Background: an optimization exercise with open tools, aiming at small area, a short achievable clock period and few clock cycles per item. Do not read the settings as production practice.
Only simulation tests tie the RTL to the original design; equivalence was not proved.
Power figures rest on the tool's default switching activity, not on a simulated workload.

## lane 1
// gray_quantizer_with_dither
module gray_quantizer_with_dither
(
  input  wire logic              clk,
  input  wire logic              rst_n,
  input  wire logic              in_valid,
  output logic                   in_ready,
  input  wire logic [23:0]       in_data,
  output logic                   out_valid,
  input  wire logic              out_ready,
  output logic [8:0]             out_data,
  input  wire logic              psel,
  input  wire logic              penable,
  input  wire logic              pwrite,
  input  wire logic [gqd_pkg::ADDR_W-1:0] paddr,
  input  wire logic [gqd_pkg::DATA_W-1:0] pwdata,
  output logic [gqd_pkg::DATA_W-1:0]      prdata,
  output logic                   pready
);
For scale: roughly 1,900 cells after synthesis, about 180 flip-flops, roughly 15,000 sq um of cells after synthesis.
==> flow/config.mk <==
export PLATFORM = sky130hd
export DESIGN_NAME = gray_quantizer_with_dither
export DESIGN_NICKNAME = gray_quantizer_with_dither
export VERILOG_FILES = /design/flow/design.v
export SDC_FILE = /design/flow/constraint.sdc
export NUM_CORES = 4
export LEC_CHECK = 0
export ABC_AREA = 1
export CAP_MARGIN = 20
export CORE_MARGIN = 2
export CORE_UTILIZATION = 45
export CTS_BUF_LIST = sky130_fd_sc_hd__clkbuf_4 sky130_fd_sc_hd__clkbuf_8
export CTS_CLUSTER_SIZE = 40
export SETUP_SLACK_MARGIN = 4.0
export SLEW_MARGIN = 20
==> flow/constraint.sdc <==
create_clock -name core_clock -period 8.0 [get_ports {clk}]
set_input_delay 1.6000 -clock core_clock [delete_from_list [all_inputs] [get_ports {clk}]]
set_output_delay 1.6000 -clock core_clock [all_outputs]
set_load 0.01 [all_outputs]
run.sh (not shown) runs the stock make flow with config.mk's settings and CLKGATE_MAP_FILE= SYNTH_SCRIPT=/design/flow/synth_recipe.tcl, a recipe that flattens the netlist after the stock synthesis.
Testbench counts of lane 1, summed over its fixed seeds: cycles 131,552, pixels 131,072.
## Diff of input files: lane 2 against lane 1
# lane 1
export LEC_CHECK = 0
export ABC_AREA = 1
export CAP_MARGIN = 20
export CORE_MARGIN = 2
export CORE_UTILIZATION = 45
export CTS_BUF_LIST = sky130_fd_sc_hd__clkbuf_4 sky130_fd_sc_hd__clkbuf_8
export CTS_CLUSTER_SIZE = 40
export SETUP_SLACK_MARGIN = 4.0
export SLEW_MARGIN = 20
create_clock -name core_clock -period 8.0 [get_ports {clk}]
# lane 2
export LEC_CHECK = 0
export ABC_AREA = 1
export CAP_MARGIN = 0
export CORE_MARGIN = 2
export CORE_UTILIZATION = 45
export CTS_BUF_LIST = sky130_fd_sc_hd__clkbuf_4 sky130_fd_sc_hd__clkbuf_8
export CTS_CLUSTER_SIZE = 40
export SETUP_SLACK_MARGIN = 3.8
export SLEW_MARGIN = 0
create_clock -name core_clock -period 8.0 [get_ports {clk}]
==> run notes <==
Against lane 1, lane 2 comes in 1.8 points lower on clock share of power.
Number of nets in the finished design, lane 2 vs lane 1: down slightly
Looking at peak supply drop across both flows, lane 2 is the stronger of the two, with lane 1 trailing.
The following lists how lane 3 was set up differently from lane 2:
# lane 2
export LEC_CHECK = 0
export ABC_AREA = 1
export CAP_MARGIN = 0
export CORE_MARGIN = 2
export CORE_UTILIZATION = 45
export CTS_BUF_LIST = sky130_fd_sc_hd__clkbuf_4 sky130_fd_sc_hd__clkbuf_8
export CTS_CLUSTER_SIZE = 40
export SETUP_SLACK_MARGIN = 3.8
export SLEW_MARGIN = 0
create_clock -name core_clock -period 8.0 [get_ports {clk}]
# lane 3
export LEC_CHECK = 0
export ABC_AREA = 1
export CAP_MARGIN = 20
export CORE_MARGIN = 2
export CORE_UTILIZATION = 45
export CTS_BUF_LIST = sky130_fd_sc_hd__clkbuf_4 sky130_fd_sc_hd__clkbuf_8
export CTS_CLUSTER_SIZE = 40
export SETUP_SLACK_MARGIN = 4.5
export SLEW_MARGIN = 20
create_clock -name core_clock -period 8.0 [get_ports {clk}]
==> comparison <==
- In the final design statistics, lane 3 uses more standard cells in total than lane 2.
- Between lane 2 and lane 3, the switching share of power does not differ in any meaningful way.
- Clock group share of total power delta for lane 3 relative to lane 2: 1.9 points lower
- Worst setup path endpoint: prdata[2] -> lane 2, prdata[1] -> lane 3
- As far as count of different cell masters after synthesis goes, lane 2 and lane 3 are indistinguishable; the numbers are identical.
- In the tables for lane 2 and lane 3, number of buffers outside the clock class in the layout reads higher with lane 3.

==> afterwards: timing with drivers on the ports <==
The results above use ideal ports. As a check the final layouts listed here were re-extracted and re-timed, cells and wires unchanged. Step 1 sets driving cells, clkbuf_16 on the clock port and buf_2 on the other inputs (assumed; they add their load-dependent delay and slew). Step 2 also shifts input and output timing later by t, the mid clock arrival at the registers, as if the neighbouring blocks saw the same clock. Slacks: no drivers / after step 1 / after step 2; pairs: no drivers / after step 1.
run	shift t [ns]	slack for setup (ns)	hold WS [ns]	worst register clock-pin slew, ns
lane 1	0.516	3.889 / 3.841 / 3.841	0.431 / 0.431 / 0.431	0.10 / 0.10
lane 2	0.516	3.819 / 3.795 / 3.795	0.427 / 0.427 / 0.427	0.11 / 0.11
lane 3	0.536	3.969 / 3.923 / 3.923	0.423 / 0.423 / 0.423	0.11 / 0.11
After both steps every run listed still meets setup and hold. The setup slack of lane 1, which loses most, moves by -0.048 ns with the drivers and by -0.048 ns with both steps.
